Source: an optimization exercise on an open RTL-to-GDS flow (aim: small area, a short achievable clock period and few clock cycles per item). Production flows keep margins and buffers that such runs may drop. At most, simulation tests tie the RTL to the original design; equivalence was not proved. Power figures rest on the tool's default switching activity, not on a simulated workload.

## v43
// keyed_count_table_top
module keyed_count_table_top #(
	parameter int ENTRIES    = kct_pkg::KCT_ENTRIES,
	parameter int KEY_BITS   = kct_pkg::KCT_KEY_BITS,
	parameter int COUNT_BITS = kct_pkg::KCT_COUNT_BITS
) (
	input  wire logic        clk,
	input  wire logic        arst_n,
	input  wire logic        in_valid,
	output logic             in_ready,
	input  wire logic [1:0]  req_type,
	input  wire logic [7:0]  item_key,
	input  wire logic [15:0] amount,
	output logic             out_valid,
	input  wire logic        out_ready,
	output logic [2:0]       status,
	output logic             enough,
	output logic [15:0]      held_count
);
For scale: ~1,500 cells after synthesis, about 52 I/O pins, ~22,000 sq um of cells after synthesis.
Settings: LEC_CHECK=0, CAP_MARGIN=20, CORE_MARGIN=2, CORE_UTILIZATION=40, CTS_CLUSTER_DIAMETER=150, CTS_CLUSTER_SIZE=26, PLACE_DENSITY=0.6, SETUP_SLACK_MARGIN=4.6, SLEW_MARGIN=20; clock period 8.0 ns.
run.sh (not shown) runs the stock make flow with config.mk's settings and CLKGATE_MAP_FILE= SYNTH_SCRIPT=/design/flow/synth_recipe.tcl, a recipe that flattens the netlist after the stock synthesis.
Testbench counts of v43, summed over its fixed seeds: cycles 12,024, items 12,000.
diff inputs: v43 => v48
- CTS_CLUSTER_DIAMETER removed (was 150)
- CTS_CLUSTER_SIZE removed (was 26)
- SETUP_SLACK_MARGIN changed from 4.6 to 5.0
## What came out
The combinational power in v48 was higher than what v43 gave. Shortest clock period the worst path allows after layout, v43 and v48: smaller value in v48. NOTE: met2 wire length in v48 exceeds that of v43. As far as number of failing setup endpoints in the final timing report goes, v43 and v48 are indistinguishable; the numbers are identical. v48 ended with more register-to-register slack than v43. v48: fraction of area in registers lower than v43. Clock buffer count in v48 vs v43: up about 90%.
What v33 does differently from v48 at the input level:
- PLACE_DENSITY: 0.6 -> 0.7
- CTS_CLUSTER_SIZE: unset -> 26
- CTS_CLUSTER_DIAMETER: unset -> 150
## What came out
From v48 to v33, number of antenna cells inserted did not move at all.
Between v48 and v33, the cell count after placement figures differ only marginally.
Taking v48 as the reference, in v33 data required time of the critical path fell by 0.03 ns; cell count down 94.
Against v48, the final cell area of v33 is lower.
Routed wire length: v33 < v48
## Diff of input files: v58 against v33
- PLACE_DENSITY: 0.7 -> 0.6
## What came out
Looking at via count across v58 and v33, the one that comes out higher is v58.
Termination of the worst setup path = o_held_q[3]: v33; termination of the worst setup path = o_held_q[13]: v58
v58 — final cycle utilization of the critical path 0.45 points higher, v33 as reference
Leakage power of the design came out higher on v58 than on v33.
The number of cells on the critical path in v58 sits 5 above the value recorded for v33.
For v47, these inputs were changed with respect to v58:
- a change of SETUP_SLACK_MARGIN from 5.0 to 4.8
Findings:
Per the comparison of v47 with v58, area used by multi-input combinational logic fell by 4.5%; global-route usage fell by 0.69 points. Compared with v58, v47 shows global placement routability congestion lower by 1.1%.

Another version of the RTL of keyed_count_table_top (not shown whole).
Size: ~530 flip-flops, roughly 23000 sq um of cells after synthesis.
clock: 8.0 ns
lec_check: 0
cap_margin: 20
core_margin: 2
core_utilization: 40
place_density: 0.6
setup_slack_margin: 4.0
slew_margin: 20
The starting point finished with timing, DRC and antenna clean.
Next try:
--- a/flow/config.mk
+++ b/flow/config.mk
@@ -12 +12 @@
-export SETUP_SLACK_MARGIN = 4.0
+export SETUP_SLACK_MARGIN = 5.0
Result:
- worst setup slack gains 550 ps
- synthesized area stays the same
- die area does not change
- wire length went up by 7.1%
- count of clock-buffer cells in the layout went up by 1
- cell area went up by 9.5%
- power went up by 16%
- first-iteration DRC count went down by 3.3%
- global-route usage went up by 1.2 points
- via count went up by about 6%
No functional check of the RTL was part of any run of this note.

Another version of the RTL of keyed_count_table_top (not shown whole).
Size: ~1,500 cells after synthesis, roughly 530 flip-flops.
export LEC_CHECK = 0
export CAP_MARGIN = 20
export CORE_MARGIN = 2
export CORE_UTILIZATION = 40
export PLACE_DENSITY = 0.6
export SETUP_SLACK_MARGIN = 5.0
export SLEW_MARGIN = 20
create_clock -name core_clock -period 8.0 [get_ports {clk}]
standard.sh (not shown) runs the stock make flow with config.mk's settings and CLKGATE_MAP_FILE= SYNTH_SCRIPT=/design/flow/synth_recipe.tcl, a recipe that flattens the netlist after the stock synthesis.
==> flow/flow/run.sh <==
#!/bin/bash
set -euo pipefail
bash standard.sh synth > synth.log 2>&1
bash standard.sh SETUP_SLACK_MARGIN=5.6 MATCH_CELL_FOOTPRINT=0 \
	"BUFFER_PORTS_ARGS=-buffer_cell sky130_fd_sc_hd__buf_4" finish > layout.log 2>&1
Testbench counts at the start, summed over its fixed seeds: cycles 12,024, items 12,000.
==> next run, changes <==
==> flow/run.sh (new file) <==
#!/bin/bash
# synth_recipe.tcl (not shown) runs the flow's synth.tcl, then flattens the netlist and writes it again
# the make line also repeats each setting of config.mk as NAME=value (left out here)
make -C /OpenROAD-flow-scripts/flow DESIGN_CONFIG=/design/flow/config.mk WORK_HOME=/design/flow/orfs CLKGATE_MAP_FILE= SYNTH_SCRIPT=/design/flow/synth_recipe.tcl finish
CORE_UTILIZATION = 55   (was 40)
PLACE_DENSITY = 0.75   (was 0.6)
removed: flow/flow/run.sh
removed: flow/standard.sh
Outcome: The changed run produced a clean layout. Worst setup slack is worse by 0.17 ns. Clock skew decreases by 0.0033 ns. Die area decreases by about 27%. Design area decreases by about 3%. Maximum frequency decreases by 5.0%. Clock-buffer cell count is unchanged. Total power increases by 1.8%. Global-route usage increases by 7.7 points.
==> next run, changes <==
CORE_UTILIZATION = 40   (was 55)
CTS_BUF_LIST = sky130_fd_sc_hd__clkbuf_8   (was unset)
CTS_CLUSTER_SIZE = 24   (was unset)
PLACE_DENSITY = 0.6   (was 0.75)
=> Cell area rose by 0.96%; register-to-register slack is better by 0.08 ns; global-route usage came out lower by 7.7 points; worst setup slack improves by 0.081 ns; routed wire length drops by 0.53%; worst hold slack is better by 0.0092 ns; cell count went up by 12%; flip-flop and latch count is unchanged.
==> next run, changes <==
CTS_BUF_LIST = unset   (was sky130_fd_sc_hd__clkbuf_8)
CTS_CLUSTER_SIZE = unset   (was 24)
Outcome: The changed run completed with no timing, DRC or antenna violations; area after synthesis does not change; total power went down by 2.4%; sequential power stays flat; hold slack improves by 0.0048 ns; clock skew went down by 0.011 ns; routed wire length went down by 2.3%; fmax went up by 1.6%; clock power went up by 9.8%; combinational power went down by 12%; worst setup slack improves by 0.052 ns.

The RTL this note starts from:
==> flow/design.v <==
`default_nettype none
package kct_pkg;
	localparam int KCT_ENTRIES    = 16;
	localparam int KCT_KEY_BITS   = 8;
	localparam int KCT_COUNT_BITS = 16;
	typedef enum logic [1:0] {
		REQ_ADD     = 2'd0,
		REQ_CONSUME = 2'd1,
		REQ_QUERY   = 2'd2,
		REQ_CLEAR   = 2'd3
	} req_t;
	typedef enum logic [2:0] {
		STS_DONE     = 3'd0,
		STS_INVALID  = 3'd1,
		STS_FULL     = 3'd2,
		STS_SHORT    = 3'd3,
		STS_OVERFLOW = 3'd4
	} status_t;
endpackage
`default_nettype wire
`default_nettype none
module kct_cell #(
	parameter int KEY_BITS   = kct_pkg::KCT_KEY_BITS,
	parameter int COUNT_BITS = kct_pkg::KCT_COUNT_BITS
) (
	input  wire logic                  clk,
	input  wire logic                  arst_n,
	input  wire logic                  clr,       
	input  wire logic                  claim,     
	input  wire logic                  remove,    
	input  wire logic                  wr,        
	input  wire logic [KEY_BITS-1:0]   wkey,
	input  wire logic [COUNT_BITS-1:0] wcnt,
	input  wire logic [KEY_BITS-1:0]   cmp_key,
	output logic                       valid,
	output logic [COUNT_BITS-1:0]      cnt,
	output logic                       hit       
);
	logic                  valid_q;
	logic [KEY_BITS-1:0]   key_q;
	logic [COUNT_BITS-1:0] cnt_q;
	logic                  valid_d;
	always_comb begin
		if (clr)
			valid_d = 1'b0;
		else if (claim)
			valid_d = 1'b1;
		else if (remove)
			valid_d = 1'b0;
		else
			valid_d = valid_q;
		hit = valid_q && (key_q == cmp_key);
	end
	always_ff @(posedge clk or negedge arst_n) begin
		if (!arst_n)
			valid_q <= 1'b0;
		else
			valid_q <= valid_d;
	end
	always_ff @(posedge clk) begin
		if (claim)
			key_q <= wkey;
		if (wr)
			cnt_q <= wcnt;
	end
	assign valid = valid_q;
	assign cnt   = cnt_q;
endmodule
`default_nettype wire
`default_nettype none
module keyed_count_table_top #(
	parameter int ENTRIES    = kct_pkg::KCT_ENTRIES,
	parameter int KEY_BITS   = kct_pkg::KCT_KEY_BITS,
	parameter int COUNT_BITS = kct_pkg::KCT_COUNT_BITS
) (
	input  wire logic        clk,
	input  wire logic        arst_n,
	input  wire logic        in_valid,
	output logic             in_ready,
	input  wire logic [1:0]  req_type,
	input  wire logic [7:0]  item_key,
	input  wire logic [15:0] amount,
	output logic             out_valid,
	input  wire logic        out_ready,
	output logic [2:0]       status,
	output logic             enough,
	output logic [15:0]      held_count
);
	logic [ENTRIES-1:0]    t_valid;
	logic [COUNT_BITS-1:0] t_cnt [ENTRIES];
	logic [ENTRIES-1:0]    t_hit;
	logic [ENTRIES-1:0]    t_claim;
	logic [ENTRIES-1:0]    t_remove;
	logic [ENTRIES-1:0]    t_wr;
	logic                  r_vld_q;
	logic [1:0]            r_op_q;
	logic [KEY_BITS-1:0]   r_key_q;
	logic [15:0]           r_amt_q;
	logic                  x_vld_q;
	logic [1:0]            x_op_q;
	logic [KEY_BITS-1:0]   x_key_q;
	logic [15:0]           x_amt_q;
	logic                  x_triv_q;
	logic                  x_found_q;
	logic [3:0]            x_idx_q;      
	logic [ENTRIES-1:0]    x_match;
	logic [COUNT_BITS-1:0] x_held_q;
	logic                  rdy_q;
	logic                  o_vld_q;
	logic [2:0]            o_sts_q;
	logic                  o_en_q;
	logic [15:0]           o_held_q;
	logic                  s_vld_q;
	logic [2:0]            s_sts_q;
	logic                  s_en_q;
	logic [15:0]           s_held_q;
	logic                  accept;
	logic                  exec;
	logic                  r_to_x;
	logic                  o_load;
	logic                  r_vld_d;
	logic                  x_vld_d;
	logic                  s_vld_d;
	logic                  same;
	logic                  x_clr;
	logic                  found_d;
	logic [3:0]            idx_d;
	logic [3:0]            hit_idx;
	logic [3:0]            free_idx;
	logic [COUNT_BITS-1:0] held_tab;
	logic [COUNT_BITS-1:0] held_d;
	logic                  full;
	logic                  all_below;
	logic [ENTRIES-1:0]    free_oh;
	logic [COUNT_BITS:0]   sum;
	logic [COUNT_BITS:0]   diff;
	logic                  ovf;
	logic                  covers;
	logic                  sel_sum;
	logic                  sel_diff;
	logic                  is_add;
	logic                  is_con;
	logic                  do_claim;
	logic                  do_remove;
	kct_pkg::status_t      r_sts;
	logic                  r_en;
	logic [15:0]           r_held;
	for (genvar i = 0; i < ENTRIES; i++) begin : g_cell
		kct_cell #(
			.KEY_BITS   (KEY_BITS),
			.COUNT_BITS (COUNT_BITS)
		) u_cell (
			.clk     (clk),
			.arst_n  (arst_n),
			.clr     (x_clr),
			.claim   (t_claim[i]),
			.remove  (t_remove[i]),
			.wr      (t_wr[i]),
			.wkey    (x_key_q),
			.wcnt    (r_held),
			.cmp_key (r_key_q),
			.valid   (t_valid[i]),
			.cnt     (t_cnt[i]),
			.hit     (t_hit[i])
		);
	end
	always_comb begin
		is_add = (x_op_q == kct_pkg::REQ_ADD);
		is_con = (x_op_q == kct_pkg::REQ_CONSUME);
		x_clr  = exec && (x_op_q == kct_pkg::REQ_CLEAR);
		full   = &t_valid;
		all_below = 1'b1;
		for (int i = 0; i < ENTRIES; i++) begin
			free_oh[i] = !t_valid[i] && all_below;
			all_below  = all_below && t_valid[i];
		end
		sum    = {1'b0, x_held_q} + {1'b0, x_amt_q};
		diff   = {1'b0, x_held_q} - {1'b0, x_amt_q};
		ovf    = sum[COUNT_BITS];
		covers = !diff[COUNT_BITS];
		for (int i = 0; i < ENTRIES; i++)
			x_match[i] = x_found_q && (x_idx_q == 4'(i));
		do_claim  = exec && is_add && !x_triv_q && !x_found_q;
		do_remove = exec && is_con && !x_triv_q && (x_held_q == x_amt_q);
		for (int i = 0; i < ENTRIES; i++) begin
			t_claim[i]  = do_claim && free_oh[i];
			t_remove[i] = do_remove && x_match[i];
			t_wr[i]     = t_claim[i] || (exec && x_match[i]);
		end
		sel_sum  = !x_triv_q && is_add && !ovf && (x_found_q || !full);
		sel_diff = !x_triv_q && is_con && covers;
		r_held   = sel_sum ? sum[COUNT_BITS-1:0] : sel_diff ? diff[COUNT_BITS-1:0] : x_held_q;
		r_sts  = kct_pkg::STS_DONE;
		r_en   = 1'b1;
		unique case (x_op_q)
			kct_pkg::REQ_ADD: begin
				if (x_triv_q) begin
					r_sts = kct_pkg::STS_INVALID;
				end else if (ovf) begin
					r_sts = kct_pkg::STS_OVERFLOW;
					r_en  = covers;
				end else if (!x_found_q && full) begin
					r_sts = kct_pkg::STS_FULL;
					r_en  = 1'b0;
				end
			end
			kct_pkg::REQ_CONSUME: begin
				if (!x_triv_q && !covers) begin
					r_sts = kct_pkg::STS_SHORT;
					r_en  = 1'b0;
				end
			end
			kct_pkg::REQ_QUERY: begin
				r_en = x_triv_q || covers;
			end
			default: begin
				r_en = x_triv_q;
			end
		endcase
	end
	always_comb begin
		same     = x_vld_q && (r_key_q == x_key_q);
		held_tab = '0;
		for (int i = 0; i < ENTRIES; i++)
			held_tab = held_tab | (t_cnt[i] & {COUNT_BITS{t_hit[i]}});
		hit_idx  = '0;
		free_idx = '0;
		for (int i = 0; i < ENTRIES; i++) begin
			if (t_hit[i])
				hit_idx = hit_idx | 4'(i);
			if (free_oh[i])
				free_idx = free_idx | 4'(i);
		end
		if (x_clr) begin
			found_d = 1'b0;
			idx_d   = hit_idx;
		end else if (same) begin
			found_d = (do_claim && !full) || (x_found_q && !do_remove);
			idx_d   = do_claim ? free_idx : x_idx_q;
		end else begin
			found_d = |t_hit;
			idx_d   = hit_idx;
		end
		if (x_clr || r_op_q == kct_pkg::REQ_CLEAR)
			held_d = '0;
		else if (same)
			held_d = r_held;
		else
			held_d = held_tab;
	end
	always_comb begin
		in_ready = rdy_q;
		accept   = in_valid && rdy_q;
		exec     = x_vld_q && !s_vld_q;
		r_to_x   = r_vld_q && (!x_vld_q || exec);
		o_load   = !o_vld_q || out_ready;
		r_vld_d  = accept || (r_vld_q && !r_to_x);
		x_vld_d  = r_to_x || (x_vld_q && !exec);
		s_vld_d  = s_vld_q ? !out_ready : (exec && !o_load);
	end
	always_ff @(posedge clk or negedge arst_n) begin
		if (!arst_n) begin
			rdy_q   <= 1'b1;
			r_vld_q <= 1'b0;
			x_vld_q <= 1'b0;
			o_vld_q <= 1'b0;
			s_vld_q <= 1'b0;
		end else begin
			rdy_q   <= !(r_vld_d && x_vld_d && s_vld_d);
			r_vld_q <= r_vld_d;
			x_vld_q <= x_vld_d;
			s_vld_q <= s_vld_d;
			if (o_load)
				o_vld_q <= s_vld_q || exec;
		end
	end
	always_ff @(posedge clk) begin
		if (accept) begin
			r_op_q  <= req_type;
			r_key_q <= item_key;
			r_amt_q <= amount;
		end
		if (r_to_x) begin
			x_op_q    <= r_op_q;
			x_key_q   <= r_key_q;
			x_amt_q   <= r_amt_q;
			x_triv_q  <= (r_key_q == '0) || (r_amt_q == '0);
			x_found_q <= found_d;
			x_idx_q   <= idx_d;
			x_held_q  <= held_d;
		end
		if (o_load) begin
			if (s_vld_q) begin
				o_sts_q  <= s_sts_q;
				o_en_q   <= s_en_q;
				o_held_q <= s_held_q;
			end else begin
				o_sts_q  <= r_sts;
				o_en_q   <= r_en;
				o_held_q <= r_held;
			end
		end
		if (exec && !o_load) begin
			s_sts_q  <= r_sts;
			s_en_q   <= r_en;
			s_held_q <= r_held;
		end
	end
	assign out_valid  = o_vld_q;
	assign status     = o_sts_q;
	assign enough     = o_en_q;
	assign held_count = o_held_q;
endmodule
`default_nettype wire
clock: 8.0 ns
lec_check: 0
cap_margin: 20
core_margin: 2
core_utilization: 40
cts_cluster_diameter: 150
cts_cluster_size: 26
place_density: 0.8
setup_slack_margin: 5.0
slew_margin: 20
run.sh (not shown) runs the stock make flow with config.mk's settings and CLKGATE_MAP_FILE= SYNTH_SCRIPT=/design/flow/synth_recipe.tcl, a recipe that flattens the netlist after the stock synthesis.
Stock flow here: none of the scripts above is used.
Testbench counts at the start, summed over its fixed seeds: cycles 12,024, items 12,000.
==> next run, changes <==
- PLACE_DENSITY: 0.8 -> 0.7
- SETUP_SLACK_MARGIN: 5.0 -> 4.8
Maximum frequency came out lower by 2.4%.
Power is lower by 4.6%.
Clock power is about the same.
Synthesized area stays the same.
Worst setup slack gets worse by 0.079 ns.
Synthesized cell count does not change.
Flip-flop and latch count does not change.
Wire length shrinks by about 1.3%.
==> next run, changes <==
- CTS_CLUSTER_SIZE: 26 -> 22
- PLACE_DENSITY: 0.7 -> 0.6
- SETUP_SLACK_MARGIN: 4.8 -> 5.0
Outcome:
- synthesized area does not change
- global-route usage grows by 1.5 points
- core utilization rose by 1.9 points
- routed wire length came out higher by 6.5%
==> next run, changes <==
- CTS_CLUSTER_SIZE: 22 -> 26
- SETUP_SLACK_MARGIN: 5.0 -> 4.3
What happened:
- The changed run went through all stages and came out clean
- total power drops by 13%
- clock skew rose by 0.0036 ns
- final area is lower by about 7%
- via count shrinks by 4.5%
- die area does not change
- combinational power drops by about 34%

-- separate check: timing with driven ports --
Ports are ideal in the flow. The routed layouts listed here were re-timed in OpenROAD. Step 1 sets driving cells, clkbuf_16 on the clock port and buf_2 on the other inputs (assumed; they add their load-dependent delay and slew). Step 2, shift: input delay + t, output delay - t, t = (earliest + latest rising clock arrival at the registers) / 2. This alone moves slack from input paths to output paths. a / b / c = ideal ports / drivers / drivers and shift; a / b = the first two.
run	shift t [ns]	setup slack, ns	worst setup path after step 2	clock arrival spread, ns
v43	0.626	4.651 / 4.651 / 4.570	input to register	0.025 / 0.026
v48	0.669	4.738 / 4.738 / 4.437	input to register	0.033 / 0.033
v33	0.629	4.854 / 4.854 / 4.474	input to register	0.031 / 0.032
v58	0.625	4.818 / 4.818 / 4.471	input to register	0.021 / 0.020
v47	0.629	4.669 / 4.669 / 4.569	input to register	0.025 / 0.025
the first run of note 2	0.661	4.119 / 4.119 / 4.119	register to register	0.015 / 0.015
the second run of note 2	0.663	4.672 / 4.672 / 4.423	input to register	0.018 / 0.017
the first run of note 3	0.672	4.830 / 4.830 / 4.830	register to register	0.033 / 0.032
the second run of note 3	0.658	4.663 / 4.663 / 4.476	input to register	0.030 / 0.030
the third run of note 3	0.710	4.744 / 4.744 / 4.365	input to register	0.040 / 0.041
the fourth run of note 3	0.656	4.796 / 4.796 / 4.466	input to register	0.030 / 0.030
the first run of note 4	0.621	4.799 / 4.799 / 4.468	input to register	0.025 / 0.025
the second run of note 4	0.629	4.720 / 4.720 / 4.513	input to register	0.023 / 0.024
the third run of note 4	0.641	4.724 / 4.724 / 4.464	input to register	0.027 / 0.027
the fourth run of note 4	0.626	4.425 / 4.425 / 4.425	register to register	0.030 / 0.030
After both steps setup and hold are still met in every run listed. For v33, which loses most, drivers alone change the setup slack by 0.000 ns; drivers and shift together by -0.380 ns.
